Background: an optimization exercise with open tools, aiming at small area. Do not read the settings as production practice. The RTL was checked by simulation tests, not by an equivalence proof against the original design. Power figures rest on the tool's default switching activity, not on a simulated workload.

// efuse_load_ctrl
module efuse_load_ctrl
#(
  parameter  int EFUSE_BIT      = 1024,
  parameter  int APB_ADDR_WIDTH = 8,
  parameter  int APB_DATA_WIDTH = 8,
  parameter  int STRB_DEF       = 4,
  parameter  int AUTO_LOAD      = 1,
  localparam int EA_W           = $clog2(EFUSE_BIT)
) (
  input  logic                      clk,
  input  logic                      rstn,
  input  logic                      psel,
  input  logic                      penable,
  input  logic                      pwrite,
  input  logic [APB_ADDR_WIDTH-1:0] paddr,
  input  logic [APB_DATA_WIDTH-1:0] pwdata,
  output logic [APB_DATA_WIDTH-1:0] prdata,
  output logic                      pready,
  output logic                      pslverr,
  output logic                      efuse_csb,
  output logic [EA_W-1:0]           efuse_addr,
  output logic                      efuse_strobe,
  input  logic                      efuse_dout,
  output logic                      busy,
  output logic                      load_done
);
  efuse_ctrl_pkg::efuse_state_e state_q, state_d;
  logic [EA_W-1:0]      addr_q, addr_d;
  logic [3:0]           cnt_q;        
  logic [3:0]           slen_q;       
  logic                 start_req;
  logic                 start;
  logic                 busy_w, done_w;
  logic [1023:0]        ring_q;       
  logic [7:0]           cur_q;        
  logic [7:0]           prev_q;       
  logic [6:0]           h_q;          
  logic                 loading;
  logic [6:0]           ncur, ncur_m1, pidx;
  logic [3:0]           pm;           
  logic                 ins;
  logic [6:0]           rn;
  logic [6:0]           rsel;
  logic [7:0]           ring_byte;
  logic [7:0]           sh_byte;
  logic                 sh_valid;
  logic [7:0]           pmask;
  function automatic logic [6:0] slot(input logic [6:0] n, input logic [3:0] m);
    logic [3:0] prod;
    logic [3:0] tz;
    prod = m * n[3:0];
    tz   = {~|m[3:0], ~|m[2:0], ~|m[1:0], ~m[0]};
    slot = {prod, 3'b000} | {{n[0], n[1], n[2], n[3]} & tz, n[6:4]};
  endfunction
  logic       access;
  logic [3:0] strb_q, strb_d;
  ...
For scale: about 29,000 um^2 of cells after synthesis.
Settings: LEC_CHECK=0, CAP_MARGIN=0, CORE_MARGIN=2, CORE_UTILIZATION=45, PLACE_DENSITY=0.65, SLEW_MARGIN=0, SYNTH_HIERARCHICAL=1, SYNTH_MINIMUM_KEEP_SIZE=0; clock period 12.0 ns.
standard.sh (not shown) runs the stock make flow with config.mk's settings and CLKGATE_MAP_FILE= SYNTH_SCRIPT=/design/flow/synth_recipe.tcl, a recipe that flattens the netlist after the stock synthesis.
==> flow/flow/run.sh <==
#!/bin/bash
# Own layout flow: the standard ORFS flow with three changes:
#  - synthesis is the standard flow's own script (synth_recipe.tcl), but ABC maps the logic
#    with flow/abc_area.script: ORFS's speed script with a final area-recovery
#    mapping and without ABC's buffering and gate sizing (registers are mapped
#    before ABC runs, so they are the standard synthesis's);
#  - the port buffers are plain buf_1 cells;
#  - the clock tree has no dummy loads.
set -euo pipefail
here=$(pwd)
{
  echo "proc abc {args} {"
  echo "  set i [lsearch -exact \$args -script]"
  echo "  if {\$i >= 0} { lset args [expr {\$i + 1}] {$here/flow/abc_area.script} }"
  echo "  yosys abc {*}\$args"
  echo "}"
  cat synth_recipe.tcl
} > flow_synth.tcl
bash standard.sh \
  "SYNTH_SCRIPT=$here/flow_synth.tcl" \
  'BUFFER_PORTS_ARGS=-buffer_cell sky130_fd_sc_hd__buf_1' \
  'CTS_ARGS=-sink_clustering_enable -repair_clock_nets -dont_use_dummy_load -sink_clustering_size 18 -sink_clustering_max_diameter 60 -buf_list sky130_fd_sc_hd__clkbuf_8' \
  finish > flow_make.log 2>&1
==> flow/flow/abc_area.script <==
&get -n
&st
&deepsyn -T 30
&dch
&nf -R 1000
&put
topo
stime -c
The starting point finished with timing, DRC and antenna clean.
Edit:
==> flow/flow/run.sh (replaced) <==
#!/bin/bash
# Own layout flow: the standard ORFS flow, with plain buf_1 cells as the
# port buffers and no dummy loads in the clock tree.
set -euo pipefail
bash standard.sh \
  'BUFFER_PORTS_ARGS=-buffer_cell sky130_fd_sc_hd__buf_1' \
  'CTS_ARGS=-sink_clustering_enable -repair_clock_nets -dont_use_dummy_load -sink_clustering_size 18 -sink_clustering_max_diameter 70 -buf_list sky130_fd_sc_hd__clkbuf_8' \
  finish > flow_make.log 2>&1
removed: flow/flow/abc_area.script
Design area goes up by 0.80%.
Worst setup slack gets worse by 0.054 ns.
Critical path depth goes down by 1.
Synthesized area goes up by 0.89%.
Die area goes up by 0.88%.
Worst hold slack gets worse by 0.010 ns.
Edit:
==> flow/flow/run.sh (replaced) <==
#!/bin/bash
# Own layout flow: the standard ORFS flow (standard.sh) with these changes:
#  - synthesis runs the standard flow's own script (synth_recipe.tcl) unchanged, except that
#    ABC maps the logic with flow/abc_area.script (SAT-based deep synthesis
#    for area, then ORFS's usual mapper, no ABC buffering or gate sizing), and
#    the adders are left to ABC instead of ORFS's adder cell mapping. Registers
#    are mapped before ABC runs, so they are the standard synthesis's;
#  - the port buffers are plain buf_1 cells;
#  - the clock tree has no dummy loads, with sink clusters of up to 18 flops.
# The make output goes to flow_make.log; ORFS keeps each step's log in orfs/logs.
set -euo pipefail
here=$(pwd)
{
  echo "proc abc {args} {"
  echo "  set i [lsearch -exact \$args -script]"
  echo "  if {\$i >= 0} { lset args [expr {\$i + 1}] {$here/flow/abc_area.script} }"
  echo "  yosys abc {*}\$args"
  echo "}"
  cat synth_recipe.tcl
} > flow_synth.tcl
bash standard.sh \
  "SYNTH_SCRIPT=$here/flow_synth.tcl" 'ADDER_MAP_FILE=' \
  'BUFFER_PORTS_ARGS=-buffer_cell sky130_fd_sc_hd__buf_1' \
  'CTS_ARGS=-sink_clustering_enable -repair_clock_nets -dont_use_dummy_load -sink_clustering_size 18 -sink_clustering_max_diameter 60 -buf_list sky130_fd_sc_hd__clkbuf_8' \
  finish > flow_make.log 2>&1
==> flow/flow/abc_area.script (new file) <==
&get -n
&st
&deepsyn -T 30
&dch
&nf -R 1000
&put
topo
stime -c
Global-route usage came out higher by 0.19 points.
Synthesized cell count drops slightly.
Setup slack loses 0.14 ns.
Edit:
==> flow/flow/run.sh (replaced) <==
#!/bin/bash
# Own layout flow: the standard ORFS flow with three changes:
#  - synthesis is the standard flow's own script (synth_recipe.tcl), but ABC maps the logic
#    with flow/abc_area.script: ORFS's speed script with a final area-recovery
#    mapping and without ABC's buffering and gate sizing (registers are mapped
#    before ABC runs, so they are the standard synthesis's);
#  - the port buffers are plain buf_1 cells;
#  - the clock tree has no dummy loads.
set -euo pipefail
here=$(pwd)
{
  echo "proc abc {args} {"
  echo "  set i [lsearch -exact \$args -script]"
  echo "  if {\$i >= 0} { lset args [expr {\$i + 1}] {$here/flow/abc_area.script} }"
  echo "  yosys abc {*}\$args"
  echo "}"
  cat synth_recipe.tcl
} > flow_synth.tcl
bash standard.sh \
  "SYNTH_SCRIPT=$here/flow_synth.tcl" \
  'BUFFER_PORTS_ARGS=-buffer_cell sky130_fd_sc_hd__buf_1' \
  'CTS_ARGS=-sink_clustering_enable -repair_clock_nets -dont_use_dummy_load -sink_clustering_size 20 -sink_clustering_max_diameter 60 -buf_list sky130_fd_sc_hd__clkbuf_8' \
  finish > flow_make.log 2>&1
==> flow/flow/abc_area.script (replaced) <==
&get -n
&st
&dch
&nf
&st
&syn2
&if -g -K 6
&synch2
&nf
&st
&syn2
&if -g -K 6
&synch2
&nf
&st
&syn2
&dch
&nf -R 1000
&put
topo
stime -c
Result: Power goes down by about 14%; global-route usage barely changes; hold slack got worse by 0.0097 ns; critical path depth came out higher by 1; maximum frequency goes up by about 2.8%; non-clock buffer count falls by 6; setup slack is better by 0.30 ns; final cell count grows by about 0.9%.

[re-timing with driven ports]
The results above use ideal ports. As a check the final layouts listed here were re-extracted and re-timed, cells and wires unchanged. Step 1 (the two cells are an assumption about what drives the block):
set clk [get_ports {clk}]
set_driving_cell -lib_cell sky130_fd_sc_hd__clkbuf_16 $clk
set_driving_cell -lib_cell sky130_fd_sc_hd__buf_2 [delete_from_list [all_inputs] $clk]
Step 2 adds t to the input delays and takes it off the output delays; t is the mean of the earliest and latest rising clock arrival at the registers after step 1. Input paths then give back, and output paths get back, about the clock's delay inside the block. a / b / c = ideal ports / drivers / drivers and shift; a / b = the first two.
| run | shift t [ns] | slack for setup (ns) | worst setup path at the end | worst data-port slew with drivers (ns) |
|---|---|---|---|---|
| the first run | 0.719 | 1.376 / 1.353 / 1.353 | input to output | 0.03 |
| the second run | 0.709 | 1.323 / 1.294 / 1.294 | input to output | 0.04 |
| the third run | 0.720 | 1.186 / 1.159 / 1.159 | input to output | 0.04 |
| the fourth run | 0.693 | 1.481 / 1.458 / 1.458 | input to output | 0.03 |
After both steps every run listed still meets setup and hold. For the second run, which loses most, drivers alone change the setup slack by -0.029 ns; drivers and shift together by -0.029 ns.
